What follows belongs to an exercise in optimizing a design on an open flow for small area, a short achievable clock period and few clock cycles per item; a production flow would make more cautious choices. At most, simulation tests tie the RTL to the original design; equivalence was not proved. The RTL of run 1 was laid out without a check of its function.

==> flow/design.v (outline; a module is shown in full before it is edited, if it fits) <==
// module fan_speed_controller_top: 1169 lines
module fan_speed_controller_top (
    input  logic        i_clk,
    input  logic        i_rst_n,
    input  logic        psel,
    input  logic        penable,
    input  logic        pwrite,
    input  logic [4:0]  paddr,
    input  logic [31:0] pwdata,
    output logic [31:0] prdata,
    output logic        pready,
    input  logic        i_s_tvalid,
    output logic        o_s_tready,
    input  logic [23:0] i_s_tdata,
    output logic        o_m_tvalid,
    input  logic        i_m_tready,
    output logic [39:0] o_m_tdata
);
  // ...
==> flow/flow/run.sh <==
#!/bin/bash
# Standard synthesis, then an inverter-pushing pass over the full adders of
# the mapped netlist (flow/invpush.py), then the standard layout from there.
set -e
set -o pipefail
cp standard.sh standard_sh_copy.log
bash standard.sh synth > synth_run.log 2>&1
RES=$(dirname "$(find orfs/results -name 1_2_yosys.v | head -1)")
cp "$RES/1_2_yosys.v" 1_2_yosys_standard.v.log
python3 flow/invpush.py 1_2_yosys_standard.v.log 1500 > invpush_out.v 2> invpush.log
cp invpush_out.v "$RES/1_2_yosys.v"
rm -f "$RES/1_synth.odb" "$RES/1_synth.sdc"
bash standard.sh finish > finish_run.log 2>&1
==> flow/flow/invpush.py <==
#!/usr/bin/env python3
# Removes inverters around full-adder cells in a mapped sky130 netlist.
# A full adder is self-dual: fa(~a, ~b, ~c) = (~cout, ~sum). Each fa cell may
# be "flipped" (all three inputs and both outputs complemented); the pass picks
# flips that reduce the number of inverters, then rebuilds the inverters that
# are still needed (one per signal and polarity). Registers are not touched.
import re
import sys
from collections import defaultdict

src = open(sys.argv[1]).read()

inst_re = re.compile(r'^  (sky130_fd_sc_hd__\w+)\s+(\S+(?: )?)\s*\((.*?)\);\n', re.S | re.M)
pin_re = re.compile(r'\.(\w+)\(\s*(.*?)\s*\)(?=\s*(?:,|$))', re.S)

OUT_PINS = {'X', 'Y', 'Q', 'Q_N', 'SUM', 'COUT', 'HI', 'LO'}

cells = []
for m in inst_re.finditer(src):
    typ, name, body = m.group(1), m.group(2), m.group(3)
    pins = [(p, n.strip()) for p, n in pin_re.findall(body)]
    cells.append(dict(typ=typ, name=name, pins=pins, span=m.span()))

# module ports
hdr = re.search(r'module\s+\S+\s*\((.*?)\);', src, re.S)
ports = set()
for m in re.finditer(r'^\s*(input|output)\s+(\[[^\]]*\]\s*)?(.*?);', src, re.M):
    for n in m.group(3).split(','):
        ports.add(n.strip())

def base(net):
    n = net.strip()
    if n.startswith('\\'):
        return n
    return re.sub(r'\[\d+\]$', '', n)

# assigns count as loads of their right-hand side
assign_loads = []
for m in re.finditer(r'^\s*assign\s+(.*?)\s*=\s*(.*?)\s*;', src, re.M):
    assign_loads.append(m.group(2).strip())

driver = {}
for i, c in enumerate(cells):
    for p, n in c['pins']:
        if p in OUT_PINS:
            driver[n] = (i, p)

def is_inv(c):
    return re.match(r'sky130_fd_sc_hd__(inv|clkinv)_\d+$', c['typ']) is not None

def is_fa(c):
    return re.match(r'sky130_fd_sc_hd__fa_\d+$', c['typ']) is not None

pin_of = lambda c, p: dict(c['pins'])[p]

# inverters we may remove: output is not a port and not used by an assign
removable = set()
for i, c in enumerate(cells):
    if is_inv(c):
        y = pin_of(c, 'Y')
        if base(y) in ports or y in assign_loads:
            continue
        removable.add(i)

memo = {}
def resolve(net):
    if net in memo:
        return memo[net]
    d = driver.get(net)
    if d is not None and d[0] in removable:
        r, pol = resolve(pin_of(cells[d[0]], 'A'))
        res = (r, pol ^ 1)
    else:
        res = (net, 0)
    memo[net] = res
    return res

fa_idx = [i for i, c in enumerate(cells) if is_fa(c)]
fa_of_root = {}
for i in fa_idx:
    for p, n in cells[i]['pins']:
        if p in ('SUM', 'COUT'):
            fa_of_root[n] = i

# loads: (cell index, pin, root, pol)
loads = []
for i, c in enumerate(cells):
    if i in removable:
        continue
    for p, n in c['pins']:
        if p in OUT_PINS:
            continue
        r, pol = resolve(n)
        loads.append((i, p, r, pol))

x = defaultdict(int)   # flip per fa cell index
fa_set = set(fa_idx)

by_root = defaultdict(list)
for k, (i, p, r, pol) in enumerate(loads):
    by_root[r].append(k)

def need(k):
    i, p, r, pol = loads[k]
    v = pol
    if i in fa_set:
        v ^= x[i]
    f = fa_of_root.get(r)
    if f is not None:
        v ^= x[f]
    return v

def root_cost(r):
    ks = by_root[r]
    return 1 if any(need(k) for k in ks) else 0

# roots touched by a flip of fa i: its input roots and its output roots
touch = {}
for i in fa_idx:
    rs = set()
    for p, n in cells[i]['pins']:
        if p in OUT_PINS:
            rs.add(n)
        else:
            rs.add(resolve(n)[0])
    touch[i] = rs

def total():
    return sum(root_cost(r) for r in by_root)

before = total()
changed = True
it = 0
while changed and it < 50:
    changed = False
    it += 1
    for i in fa_idx:
        rs = touch[i]
        c0 = sum(root_cost(r) for r in rs)
        x[i] ^= 1
        c1 = sum(root_cost(r) for r in rs)
        if c1 < c0:
            changed = True
        else:
            x[i] ^= 1
# escape local minima: random restarts of single/pair flips, keep the best
import random
rng = random.Random(1)
best = total()
bestx = dict(x)
for rnd in range(int(sys.argv[2]) if len(sys.argv) > 2 else 0):
    i = rng.choice(fa_idx)
    rs = set(touch[i])
    # flip i and its fa neighbours that share a root, then re-settle greedily
    grp = [i] + [fa_of_root[r] for r in touch[i] if r in fa_of_root and rng.random() < 0.5]
    for g in grp:
        x[g] ^= 1
    changed = True
    while changed:
        changed = False
        for j in fa_idx:
            r2 = touch[j]
            c0 = sum(root_cost(r) for r in r2)
            x[j] ^= 1
            c1 = sum(root_cost(r) for r in r2)
            if c1 < c0:
                changed = True
            else:
                x[j] ^= 1
    t = total()
    if t < best:
        best = t
        bestx = dict(x)
    else:
        x.clear()
        x.update(bestx)
after = total()

# rebuild: every load pin gets the root net or its complement
neg_net = {}
new_cells = []
def neg(r):
    if r not in neg_net:
        k = len(neg_net)
        nn = 'ipush_n%d' % k
        neg_net[r] = nn
        ra = r + ' ' if r.startswith('\\') else r
        new_cells.append('  sky130_fd_sc_hd__inv_1 ipush_i%d (\n    .A(%s),\n    .Y(%s)\n  );\n' % (k, ra, nn))
    return neg_net[r]

newpins = {}
for k, (i, p, r, pol) in enumerate(loads):
    newpins[(i, p)] = neg(r) if need(k) else r

out = []
last = 0
for i, c in enumerate(cells):
    s, e = c['span']
    out.append(src[last:s])
    last = e
    if i in removable:
        continue
    parts = []
    for p, n in c['pins']:
        nn = newpins.get((i, p), n)
        if nn.startswith('\\'):
            nn = nn + ' '
        parts.append('    .%s(%s)' % (p, nn))
    out.append('  %s %s (\n%s\n  );\n' % (c['typ'], c['name'].strip() + (' ' if c['name'].startswith('\\') else ''), ',\n'.join(parts)))
tail = src[last:]
decl = ''.join('  wire %s;\n' % nn for nn in neg_net.values())
tail = tail.replace('endmodule', ''.join(new_cells) + 'endmodule', 1)
out.append(tail)
res = ''.join(out)
h = hdr.end()
res = res[:h] + '\n' + decl + res[h:]
sys.stdout.write(res)
sys.stderr.write('invpush: %d fa cells, %d flipped, %d removable inverters, %d inverters after (cost %d -> %d)\n'
                 % (len(fa_idx), sum(x[i] for i in fa_idx), len(removable), len(neg_net), before, after))
==> flow/standard.sh <==
#!/bin/bash
# synth_recipe.tcl (not shown) runs the flow's synth.tcl, then flattens the netlist and writes it again
# the make line also repeats each setting of config.mk as NAME=value (left out here)
make -C /OpenROAD-flow-scripts/flow DESIGN_CONFIG=/design/flow/config.mk WORK_HOME=/design/flow/orfs CLKGATE_MAP_FILE= SYNTH_SCRIPT=/design/flow/synth_recipe.tcl "${@:-finish}"
==> flow/config.mk <==
export PLATFORM = sky130hd
export DESIGN_NAME = fan_speed_controller_top
export DESIGN_NICKNAME = fan_speed_controller_top
export VERILOG_FILES = /design/flow/design.v
export SDC_FILE = /design/flow/constraint.sdc
export NUM_CORES = 4
export LEC_CHECK = 0
export ABC_AREA = 1
export CAP_MARGIN = 20
export CORE_MARGIN = 2
export CORE_UTILIZATION = 40
export SETUP_SLACK_MARGIN = 4.8
export SLEW_MARGIN = 20
==> flow/constraint.sdc <==
create_clock -name core_clock -period 10.0 [get_ports {i_clk}]
set_input_delay 2.0000 -clock core_clock [delete_from_list [all_inputs] [get_ports {i_clk}]]
set_output_delay 2.0000 -clock core_clock [all_outputs]
set_load 0.01 [all_outputs]
==> results.json, run 1 <==
{
  "drt_iter0_drc": 3473,
  "cts_max_level": 3,
  "preCtsSetupSlack_ps": 1859,
  "worst-r2r-setup-slack_ps": 4000,
  "overflow": 0,
  "worst-path-stages": 36,
  "vias_per_cell": 5.409,
  "grt_max_degree": 101,
  "hold_viol": 0,
  "critPathMaxFanout": 7,
  "status": "no timing/DRC/antenna violations",
  "hp-class": "reg -> reg",
  "critPathKind": "reg -> reg",
  "dieArea_sq_um": 123700,
  "die_x_um": 351.7,
  "firstDrtPassIters": 6,
  "postCtsHoldBufs": 0,
  "bufAreaShareNonClock_pct": 5.211,
  "syn-instance-count": 5801,
  "port_buffers": 115,
  "antennaDiodeCount": 0,
  "syn_area_sq_um": 48370,
  "multi_input_area_share_pct": 56.11,
  "worst_pin_slew_ps": 1112,
  "place.gp.congestion": 0.9767,
  "drv_slew": 0,
  "cts_root_buf": "clkbuf_16",
  "regArea_sq_um": 13980,
  "clockBufferDepth": 3,
  "cp.arrival_ps": 6420,
  "seq_cells": 543,
  "n_clock_buffer": 85,
  "vias": 41760,
  "place_inst": 7397,
  "cts_made_buffers": 68,
  "initial_core_util_pct": 40.32,
  "rows": 127,
  "relSlewSlack_pct": 25.84,
  "hold_depth": 0,
  "wirelength_met1_um": 68550
}
==> run 2: changes to the inputs <==
--- a/flow/design.v
+++ b/flow/design.v
@@ -63,29 +63,31 @@
         endcase
     end
     always_ff @(posedge i_clk) begin
         r_rd    <= rd_mux;
         r_rd_sx <= rd_mux[18] & ~reg_idx[2] & ~(reg_idx[1] & reg_idx[0]);
     end
     assign prdata = {{13{r_rd_sx}}, r_rd};
     logic signed [19:0] r_span;       
+    logic [20:0]        r_span3;      
     logic               r_flat;       
     logic [6:0]         r_bneg, r_bone, r_btwo;    
     logic [11:0]        am_c;
     logic [14:0]        am_x;
     logic               r_mneg;       
     logic signed [19:0] span_c;
     logic [12:0]        md_c;
     assign span_c = 20'(r_high_temp) - 20'(r_off_temp);
     assign md_c   = {1'b0, r_max_fan} - {1'b0, r_min_fan};
     assign am_c   = md_c[12] ? (r_min_fan - r_max_fan) : md_c[11:0];
     assign am_x   = {2'b00, am_c, 1'b0};
     always_ff @(posedge i_clk) begin
         r_span <= span_c;
+        r_span3 <= 21'(span_c) + 21'({span_c, 1'b0});
         r_flat <= (span_c <= 20'sd0);
         r_mneg <= md_c[12];
         for (int j = 0; j < 7; j++) begin
             r_bneg[j] <= am_x[2*j+2];
             r_bone[j] <= am_x[2*j+1] ^ am_x[2*j];
             r_btwo[j] <= (am_x[2*j+2] & ~am_x[2*j+1] & ~am_x[2*j]) |
                          (~am_x[2*j+2] & am_x[2*j+1] & am_x[2*j]);
         end
@@ -1056,34 +1058,44 @@
     end
     logic [18:0] r_rem;
     logic [11:0] r_quo;
     logic        r_sat;
     logic [18:0] dv;
     logic [18:0] rem0, rem1, rem2;
     logic [11:0] quo0, quo1, quo2;
     logic        div_load;
+    function automatic logic [30:0] div_step(input logic [18:0] rem, input logic [11:0] quo,
+                                             input logic [18:0] d, input logic [20:0] d3);
+        logic [20:0] tr;
+        logic [21:0] d1, d2, d3s;
+        tr  = {rem, quo[11:10]};
+        d1  = {1'b0, tr} - {3'b0, d};
+        d2  = {1'b0, tr} - {2'b0, d, 1'b0};
+        d3s = {1'b0, tr} - {1'b0, d3};
+        if (!d3s[21])     div_step = {d3s[18:0], quo[9:0], 2'd3};
+        else if (!d2[21]) div_step = {d2[18:0],  quo[9:0], 2'd2};
+        else if (!d1[21]) div_step = {d1[18:0],  quo[9:0], 2'd1};
+        else              div_step = {tr[18:0],  quo[9:0], 2'd0};
+    endfunction
     function automatic logic [30:0] div_step2(input logic [18:0] rem, input logic [11:0] quo,
                                               input logic [18:0] d);
         logic [19:0] tr;
         logic [20:0] d1;
         tr = {rem, quo[11]};
         d1 = {1'b0, tr} - {2'b0, d};
         if (!d1[20]) div_step2 = {d1[18:0], quo[10:0], 1'b1};
         else         div_step2 = {tr[18:0], quo[10:0], 1'b0};
     endfunction
     assign dv       = r_span[18:0];
     assign div_load = k5;
     assign rem0     = div_load ? r_p[30:12] : r_rem;
     assign quo0     = div_load ? r_p[11:0]  : r_quo;
-    logic [18:0] rem1b;
-    logic [11:0] quo1b;
-    assign {rem1, quo1}   = div_step2(rem0, quo0, dv);
-    assign {rem1b, quo1b} = div_step2(rem1, quo1, dv);
-    assign {rem2, quo2}   = div_step2(rem1b, quo1b, dv);
+    assign {rem1, quo1} = div_step(rem0, quo0, dv, r_span3);
+    assign {rem2, quo2} = div_step2(rem1, quo1, dv);
     always_ff @(posedge i_clk) begin
         if (adv) begin
             r_rem <= rem2;
             r_quo <= quo2;
             if (div_load) r_sat <= (r_p[30:12] >= dv);
         end
     end
     logic ge_high9, gt_high9, gt_on9, lt_off9, gt_on10, lt_off10;
==> flow/flow/run.sh (replaced) <==
#!/bin/bash
# Standard synthesis, then an inverter-pushing pass over the full and half adders of
# the mapped netlist (flow/invpush.py), then the standard layout from there.
set -e
set -o pipefail
cp standard.sh standard_sh_copy.log
bash standard.sh synth > synth_run.log 2>&1
RES=$(dirname "$(find orfs/results -name 1_2_yosys.v | head -1)")
cp "$RES/1_2_yosys.v" 1_2_yosys_standard.v.log
python3 flow/invpush.py 1_2_yosys_standard.v.log 1500 > invpush_out.v 2> invpush.log
cp invpush_out.v "$RES/1_2_yosys.v"
rm -f "$RES/1_synth.odb" "$RES/1_synth.sdc"
bash standard.sh finish > finish_run.log 2>&1
--- a/flow/flow/invpush.py
+++ b/flow/flow/invpush.py
@@ -45,16 +45,19 @@
         if p in OUT_PINS:
             driver[n] = (i, p)
 
 def is_inv(c):
     return re.match(r'sky130_fd_sc_hd__(inv|clkinv)_\d+$', c['typ']) is not None
 
 def is_fa(c):
     return re.match(r'sky130_fd_sc_hd__fa_\d+$', c['typ']) is not None
+
+def is_ha(c):
+    return re.match(r'sky130_fd_sc_hd__ha_\d+$', c['typ']) is not None
 
 pin_of = lambda c, p: dict(c['pins'])[p]
 
 # inverters we may remove: output is not a port and not used by an assign
 removable = set()
 for i, c in enumerate(cells):
     if is_inv(c):
         y = pin_of(c, 'Y')
@@ -71,21 +74,29 @@
         r, pol = resolve(pin_of(cells[d[0]], 'A'))
         res = (r, pol ^ 1)
     else:
         res = (net, 0)
     memo[net] = res
     return res
 
 fa_idx = [i for i, c in enumerate(cells) if is_fa(c)]
+ha_idx = [i for i, c in enumerate(cells) if is_ha(c)]
+ha_set = set(ha_idx)
+# flip variable of each root net: a fa cell flips both its outputs, a half
+# adder is rebuilt from two-input gates, so each of its outputs flips alone
 fa_of_root = {}
 for i in fa_idx:
     for p, n in cells[i]['pins']:
         if p in ('SUM', 'COUT'):
             fa_of_root[n] = i
+for i in ha_idx:
+    for p, n in cells[i]['pins']:
+        if p in ('SUM', 'COUT'):
+            fa_of_root[n] = ('h', i, p)
 
 # loads: (cell index, pin, root, pol)
 loads = []
 for i, c in enumerate(cells):
     if i in removable:
         continue
     for p, n in c['pins']:
         if p in OUT_PINS:
@@ -107,32 +118,40 @@
         v ^= x[i]
     f = fa_of_root.get(r)
     if f is not None:
         v ^= x[f]
     return v
 
 def root_cost(r):
     ks = by_root[r]
-    return 1 if any(need(k) for k in ks) else 0
+    return 1 if any(need(k) and loads[k][0] not in ha_set for k in ks) else 0
 
 # roots touched by a flip of fa i: its input roots and its output roots
 touch = {}
 for i in fa_idx:
     rs = set()
     for p, n in cells[i]['pins']:
         if p in OUT_PINS:
             rs.add(n)
         else:
             rs.add(resolve(n)[0])
     touch[i] = rs
 
 def total():
     return sum(root_cost(r) for r in by_root)
 
+ha_vars = []
+for i in ha_idx:
+    for p, n in cells[i]['pins']:
+        if p in ('SUM', 'COUT') and n in by_root:
+            ha_vars.append(('h', i, p))
+            touch[('h', i, p)] = {n}
+fa_idx_all = fa_idx
+fa_idx = fa_idx + ha_vars
 before = total()
 changed = True
 it = 0
 while changed and it < 50:
     changed = False
     it += 1
     for i in fa_idx:
         rs = touch[i]
@@ -144,19 +163,18 @@
         else:
             x[i] ^= 1
 # escape local minima: random restarts of single/pair flips, keep the best
 import random
 rng = random.Random(1)
 best = total()
 bestx = dict(x)
 for rnd in range(int(sys.argv[2]) if len(sys.argv) > 2 else 0):
-    i = rng.choice(fa_idx)
-    rs = set(touch[i])
-    # flip i and its fa neighbours that share a root, then re-settle greedily
+    i = rng.choice(fa_idx_all)
+    # flip i and its neighbours that share a root, then re-settle greedily
     grp = [i] + [fa_of_root[r] for r in touch[i] if r in fa_of_root and rng.random() < 0.5]
     for g in grp:
         x[g] ^= 1
     changed = True
     while changed:
         changed = False
         for j in fa_idx:
             r2 = touch[j]
@@ -184,36 +202,81 @@
         k = len(neg_net)
         nn = 'ipush_n%d' % k
         neg_net[r] = nn
         ra = r + ' ' if r.startswith('\\') else r
         new_cells.append('  sky130_fd_sc_hd__inv_1 ipush_i%d (\n    .A(%s),\n    .Y(%s)\n  );\n' % (k, ra, nn))
     return neg_net[r]
 
 newpins = {}
+hapol = {}
 for k, (i, p, r, pol) in enumerate(loads):
-    newpins[(i, p)] = neg(r) if need(k) else r
+    if i in ha_set:
+        hapol[(i, p)] = need(k)
+        newpins[(i, p)] = r
+    else:
+        newpins[(i, p)] = neg(r) if need(k) else r
+
+def esc(n):
+    return n + ' ' if n.startswith('\\') else n
+
+ha_text = {}
+n_split = 0
+for i in ha_idx:
+    c = cells[i]
+    pins = dict(c['pins'])
+    pa, pb = hapol.get((i, 'A'), 0), hapol.get((i, 'B'), 0)
+    ps, pc = x[('h', i, 'SUM')], x[('h', i, 'COUT')]
+    if not (pa or pb or ps or pc):
+        continue
+    n_split += 1
+    a, b = esc(newpins[(i, 'A')]), esc(newpins[(i, 'B')])
+    nm = c['name'].strip()
+    base_nm = nm[1:] if nm.startswith('\\') else nm
+    t = ''
+    so, co = pins.get('SUM'), pins.get('COUT')
+    if so is not None and so in by_root:
+        if pa ^ pb ^ ps:
+            t += '  sky130_fd_sc_hd__xnor2_1 \\%s_s  (\n    .A(%s),\n    .B(%s),\n    .Y(%s)\n  );\n' % (base_nm, a, b, esc(so))
+        else:
+            t += '  sky130_fd_sc_hd__xor2_1 \\%s_s  (\n    .A(%s),\n    .B(%s),\n    .X(%s)\n  );\n' % (base_nm, a, b, esc(so))
+    if co is not None and co in by_root:
+        key = (pa, pb, pc)
+        if key == (0, 0, 0):   typ, pa_, pb_, o = 'and2_1', ('A', a), ('B', b), 'X'
+        elif key == (0, 0, 1): typ, pa_, pb_, o = 'nand2_1', ('A', a), ('B', b), 'Y'
+        elif key == (1, 1, 0): typ, pa_, pb_, o = 'nor2_1', ('A', a), ('B', b), 'Y'
+        elif key == (1, 1, 1): typ, pa_, pb_, o = 'or2_1', ('A', a), ('B', b), 'X'
+        elif key == (1, 0, 0): typ, pa_, pb_, o = 'nor2b_1', ('A', a), ('B_N', b), 'Y'
+        elif key == (1, 0, 1): typ, pa_, pb_, o = 'or2b_1', ('A', a), ('B_N', b), 'X'
+        elif key == (0, 1, 0): typ, pa_, pb_, o = 'nor2b_1', ('A', b), ('B_N', a), 'Y'
+        else:                  typ, pa_, pb_, o = 'or2b_1', ('A', b), ('B_N', a), 'X'
+        t += '  sky130_fd_sc_hd__%s \\%s_c  (\n    .%s(%s),\n    .%s(%s),\n    .%s(%s)\n  );\n' % (typ, base_nm, pa_[0], pa_[1], pb_[0], pb_[1], o, esc(co))
+    ha_text[i] = t
 
 out = []
 last = 0
 for i, c in enumerate(cells):
     s, e = c['span']
     out.append(src[last:s])
     last = e
     if i in removable:
+        continue
+    if i in ha_text:
+        out.append(ha_text[i])
         continue
     parts = []
     for p, n in c['pins']:
         nn = newpins.get((i, p), n)
         if nn.startswith('\\'):
             nn = nn + ' '
         parts.append('    .%s(%s)' % (p, nn))
     out.append('  %s %s (\n%s\n  );\n' % (c['typ'], c['name'].strip() + (' ' if c['name'].startswith('\\') else ''), ',\n'.join(parts)))
 tail = src[last:]
 decl = ''.join('  wire %s;\n' % nn for nn in neg_net.values())
 tail = tail.replace('endmodule', ''.join(new_cells) + 'endmodule', 1)
 out.append(tail)
 res = ''.join(out)
 h = hdr.end()
 res = res[:h] + '\n' + decl + res[h:]
 sys.stdout.write(res)
+sys.stderr.write('invpush: %d half adders rebuilt; ' % n_split)
 sys.stderr.write('invpush: %d fa cells, %d flipped, %d removable inverters, %d inverters after (cost %d -> %d)\n'
-                 % (len(fa_idx), sum(x[i] for i in fa_idx), len(removable), len(neg_net), before, after))
+                 % (len(fa_idx_all), sum(x[i] for i in fa_idx_all), len(removable), len(neg_net), before, after))
==> run 2 against run 1 <==
Still clean on timing, DRC and antenna. Sequential share of layout area grew 0.10 points. Final cell count grew 5.7%. Critical path type is now in -> out.
==> results.json, run 2 <==
{
  "status": "no timing/DRC/antenna violations",
  "period_share_pct": 51.48,
  "ios": 143,
  "critPathKind": "in -> out",
  "final_common_cell": "nand2_1",
  "syn-instance-count": 6210,
  "dieArea_sq_um": 128300,
  "setup.worst_path.end_class": "output pin",
  "top_regs": "r_u x35, r_p x31, r_tu x31",
  "port_buffers": 115,
  "relSlewSlack_pct": 27.73,
  "cp.buffers_inverters": 4,
  "antenna_found_initial": 9,
  "fin_crit_ps": 5148,
  "hold_viol": 0,
  "critical_path.slowest_cell": "clkdlybuf4s50_1",
  "grt_pass1_vias": 42900,
  "ant_nets": 0,
  "globalRouteTotalUtil_pct": 24.93,
  "cts_root_buf": "clkbuf_16",
  "required_ps": 8000,
  "hp-class": "reg -> reg",
  "largest_register_ffs": 35,
  "regArea_sq_um": 14390,
  "postCtsHoldBufs": 0,
  "regMostFlops": "r_u",
  "vias_per_cell": 5.449,
  "core_sq_um": 124100,
  "drv_slew": 0,
  "multi_input_area_sq_um": 33850,
  "setup_viol": 0,
  "clk_pin_slew_ps": 60,
  "drv_cap": 0,
  "clockBufferDepth": 3,
  "syn_area_sq_um": 50170,
  "fmax_mhz": 194.3,
  "die_h_um": 358.1,
  "fin_tns_setup_ps": 0,
  "cts_max_level": 3,
  "worst_pin_slew_ps": 1084,
  "insertion_delay_ps": 660,
  "place.gp.congestion": 0.9827,
  "ys.warnings.count": 1,
  "syn_avg_cell_area_sq_um": 8.078,
  "cp_slowest_stage_delay_ps": 500,
  "hpwl_um": 124400,
  "drc": 0,
  "cts_made_buffers": 70,
  "clock_skew_ps": 40.40,
  "crit_family": "buffers and inverters",
  "grt_pass1_wl_um": 246700,
  "firstDrtPassIters": 6,
  "critPathMaxFanout": 23,
  "overflow": 0,
  "initial_core_util_pct": 40.42,
  "cts.sinks": 563,
  "wl_per_cell_um": 19.97,
  "area_growth_pct": 16.45,
  "die_x_um": 358.1,
  "fill_cells": 12180,
  "rows": 129,
  "nNetsFinal": 7033,
  "most-common-layout-cells": "nand2_1, inv_1, a21oi_1",
  "drt-total-wl_um": 163000,
  "cts_tree": "yes",
  "drive_gt1_share_pct": 9.657,
  "rsz0062_at_grt": "yes",
  "vias": 44470,
  "path_cells": "clkdlybuf4s50_1 -> nor2_4 -> buf_12 -> inv_16 -> clkdlybuf4s15_1",
  "critPathLaunchType": "input port",
  "cp.arrival_ps": 3150,
  "drt_iter0_drc": 3955,
  "grt_max_degree": 90
}
==> run 2: path summary, 6_finish.rpt <==
| check | startpoint | to | slack, ps | cells past startpoint |
|---|---|---|---|---|
| worst min register to register | fi5[2]$_DFFE_PN_ | fi6[2]$_DFFE_PN_ | 400 | 0 |
| worst max-delay path | i_m_tready | o_s_tready | 4850 | 5 |
| worst min-delay path | fi5[2]$_DFFE_PN_ | fi6[2]$_DFFE_PN_ | 400 | 0 |
| worst max register to register | k5$_SDFFE_PN0N_ | r_rem[2]$_DFFE_PN_ | 4980 | 27 |
==> run 2: what timing repair did <==
item | CTS | global route
endpoints found under the setup margin | 55 | 71
gates cloned | 13 | 5
buffers inserted | 86 | 92
pin swaps | 16 | 48
resized for setup | 147 | 213
==> run 2: through the flow <==
stage | util (%) | worst slack, ps | instance area (sq um) | cells | hold slack [ps]
3_5_place_dp | 42.59 | 2796 | 52870 | 7836 | 404.5
5_1_grt | 47.07 | 4712 | 58420 | 8161 | 412.0
2_1_floorplan | - | 4828 | 50210 | 6215 | 400.3
3_3_place_gp | 42.59 | 2814 | 52870 | 7836 | 400.5
4_1_cts | 45.60 | 4800 | 56600 | 8064 | 401.6
6_report | 47.07 | 4852 | 58420 | 8162 | 400.7
==> run 2: area by class of cell <==
class	instances	share of cell area (%)
diodes	1	0.004283
clock buffers	95	3.354
clock inverters	34	0.5247
inverters	718	4.853
multi-input cells	4775	57.95
flip-flops and latches	563	24.64
well taps	1637	3.506
repair buffers	327	5.018
repair inverters	12	0.1542
==> run 2: metal layers <==
layer	share of wire [%]	global-route usage, %	up-vias
li1	-	-	21100
met1	43	33.38	21370
met2	46	41.00	1640
met3	7.0	3.573	355
met4	4.4	9.088	10
met5	0.039	0	-
==> run 2: worst register-to-register path, delay by kind of cell (launching register included) <==
kind                   cells  cell delay (ps)
XOR/XNOR                   2              510
AO/OA/AOI/OAI              5              880
buffers and inverters      7              980
flip-flops                 1              360
AND/OR/NAND/NOR           13             2060
Testbench counts of run 2, summed over its fixed seeds: cycles 13,664, items 12,800.
==> run 3: changes to the inputs <==
--- a/flow/config.mk
+++ b/flow/config.mk
@@ -11,3 +11,3 @@
 export CORE_UTILIZATION = 40
-export SETUP_SLACK_MARGIN = 4.8
+export SETUP_SLACK_MARGIN = 5
 export SLEW_MARGIN = 20
==> run 3 against run 2 <==
Count of clock-buffer cells in the layout down 5. Final cell count increased by 1.2%. Global-route usage increased by 0.60 points. Setup slack improved by 160 ps. Clock skew fell by 9.6 ps. Critical path depth increased by 26. Sequential share of layout area down 0.74 points. Sequential cell count is the same.
==> results.json, run 3 <==
{
  "ys.warnings.count": 1,
  "largest_register_ffs": 35,
  "top_regs": "r_u x35, r_p x31, r_tu x31",
  "ios": 143,
  "fmax_mhz": 200.4,
  "preCtsSetupSlack_ps": 2777,
  "rows": 129,
  "overflow": 0,
  "most-common-layout-cells": "nand2_1, inv_1, a21oi_1",
  "place.gp.congestion": 0.9562,
  "clock_skew_ps": 30.77,
  "finalWorstSetupSlack_ps": 5011,
  "vias_per_cell": 5.455,
  "final_common_cell": "nand2_1",
  "firstDrtPassIters": 5,
  "r2r-end": "r_rem[4]$_DFFE_PN_",
  "nNetsFinal": 7128,
  "syn_avg_cell_area_sq_um": 8.078,
  "hpwl_um": 125600,
  "drc": 0,
  "setup_viol": 0,
  "port_buffers": 115,
  "core_sq_um": 124100,
  "globalRouteTotalUtil_pct": 25.53,
  "period_share_pct": 49.89,
  "status": "no timing/DRC/antenna violations",
  "ant_nets": 0,
  "critPathMaxFanout": 11,
  "clockBufferDepth": 3,
  "drv_slew": 0,
  "required_ps": 10390,
  "syn-instance-count": 6210,
  "fin_tns_setup_ps": 0,
  "cp_slowest_stage_delay_ps": 360,
  "holdPathEnd": "fi8[13]$_DFFE_PN_",
  "fill_cells": 11900,
  "cp.arrival_ps": 5380,
  "grt_max_degree": 87,
  "grt_pass1_vias": 43210,
  "initial_core_util_pct": 40.42,
  "critPathLaunchType": "flip-flop",
  "rsz0062_at_grt": "yes",
  "dieArea_sq_um": 128300,
  "antenna_found_initial": 5,
  "path_common_cell": "nor2_2",
  "critical_path.slowest_cell": "dfxtp_4",
  "die_x_um": 358.1,
  "postCtsHoldBufs": 0,
  "hold_viol": 0,
  "cts.sinks": 563,
  "drv_cap": 0,
  "cts_made_buffers": 70,
  "min_from": "fi7[13]$_DFFE_PN_",
  "fin_crit_ps": 4989,
  "hold_depth": 0,
  "die_h_um": 358.1,
  "drt-total-wl_um": 168400,
  "cts_root_buf": "clkbuf_16",
  "cts_max_level": 3,
  "rr_startpoint": "k5$_SDFFE_PN0N_",
  "critPathKind": "reg -> reg",
  "syn_area_sq_um": 50170,
  "area_growth_pct": 20.19,
  "drive_gt1_share_pct": 13.58,
  "vias": 45050,
  "r2r_cells": 31,
  "setup.worst_path.end_class": "flip-flop",
  "insertion_delay_ps": 650,
  "worst_pin_slew_ps": 1085,
  "wl_per_cell_um": 20.39,
  "worst-r2r-setup-slack_ps": 5010,
  "cts_tree": "yes",
  "drt_iter0_drc": 4434,
  "grt_pass1_wl_um": 251300,
  "clk_pin_slew_ps": 60,
  "regMostFlops": "r_u",
  "hp-class": "reg -> reg",
  "relSlewSlack_pct": 27.38
}
run 3: cell type report:
class                      instances  area [sq um]  area share (%)
tap                             1637          2048           3.397
clock inverter                    40         411.6          0.6827
timing repair inverter            11         86.33          0.1432
multi-input combinational       4775         34770           57.67
inverter                         718          2902           4.812
antenna                            2         5.005        0.008301
timing repair buffer             423          3707           6.149
clock buffer                      90          1948           3.231
sequential                       563         14410           23.90
run 3: how the worst max path moves through the flow:
stage                                     from              endpoint  slack [ps]
after global routing         r_x[11]$_DFFE_PN_     r_p[30]$_DFFE_PN_        4760
after detailed placement       k5$_SDFFE_PN0N_    r_rem[8]$_DFFE_PN_        2780
final                          k5$_SDFFE_PN0N_    r_rem[4]$_DFFE_PN_        5010
after CTS                 r_u[17]$_SDFFE_PN0P_  r_u[21]$_SDFFE_PN1P_        4990
after floorplan                     i_m_tready            o_s_tready        5030
after global placement         k5$_SDFFE_PN0N_    r_rem[2]$_DFFE_PN_        2760
run 3: stage by stage:
step	area [sq um]	cells	util [%]	hold slack (ps)
global route	60290	8257	48.57	408.3
detailed placement	52880	7836	42.60	404.5
global placement	52880	7836	42.60	400.5
CTS	57260	8094	46.14	401.7
finish	60290	8259	48.58	405.1
floorplan	50220	6215	-	400.3
run 3: routing by layer:
metal	track usage, %	wire, um
met5	0	54
met4	10.02	7490
met3	3.420	11480
met2	41.44	77380
met1	34.52	72040
run 3: critical path: cells and delay by family, from the launching register on:
kind / cells / cell delay, ps
and+or+nand+nor: 15 / 1970
AOI/OAI and AO/OA: 5 / 700
xor gates and xnor gates: 2 / 360
buffers and inverters: 9 / 1300
DFF: 1 / 360
run 3: timing repair:
item	CTS	global route
setup endpoints to repair	61	88
pin swaps	26	110
cloned	14	3
resized for setup	237	369
endpoints found under the hold margin	0	0
buffers inserted	114	159

-- re-timing with driven ports --
In the flow no input, the clock included, has a driving cell. The finished layouts below were timed again as built, in two steps. Step 1 assumes that a clkbuf_16 drives the clock port and a buf_2 every other input. Step 2 moves the port delays by t, midway between the first and last clock arrival at a register: inputs arrive t later, outputs are due t later. That takes back most of the time a late clock gives input paths. Three values: ideal ports, drivers, drivers and shift; two values: the first two.
run | shift t [ns] | setup slack, ns | worst setup path after step 2
run 1 | 0.714 | 3.998 / 3.998 / 3.998 | register to register
run 2 | 0.714 | 4.852 / 4.817 / 4.780 | input to register
run 3 | 0.706 | 5.011 / 5.011 / 4.775 | input to register
After both steps setup and hold are still met in every run listed. The setup slack of run 3, which loses most, moves by 0.000 ns with the drivers and by -0.236 ns with both steps.
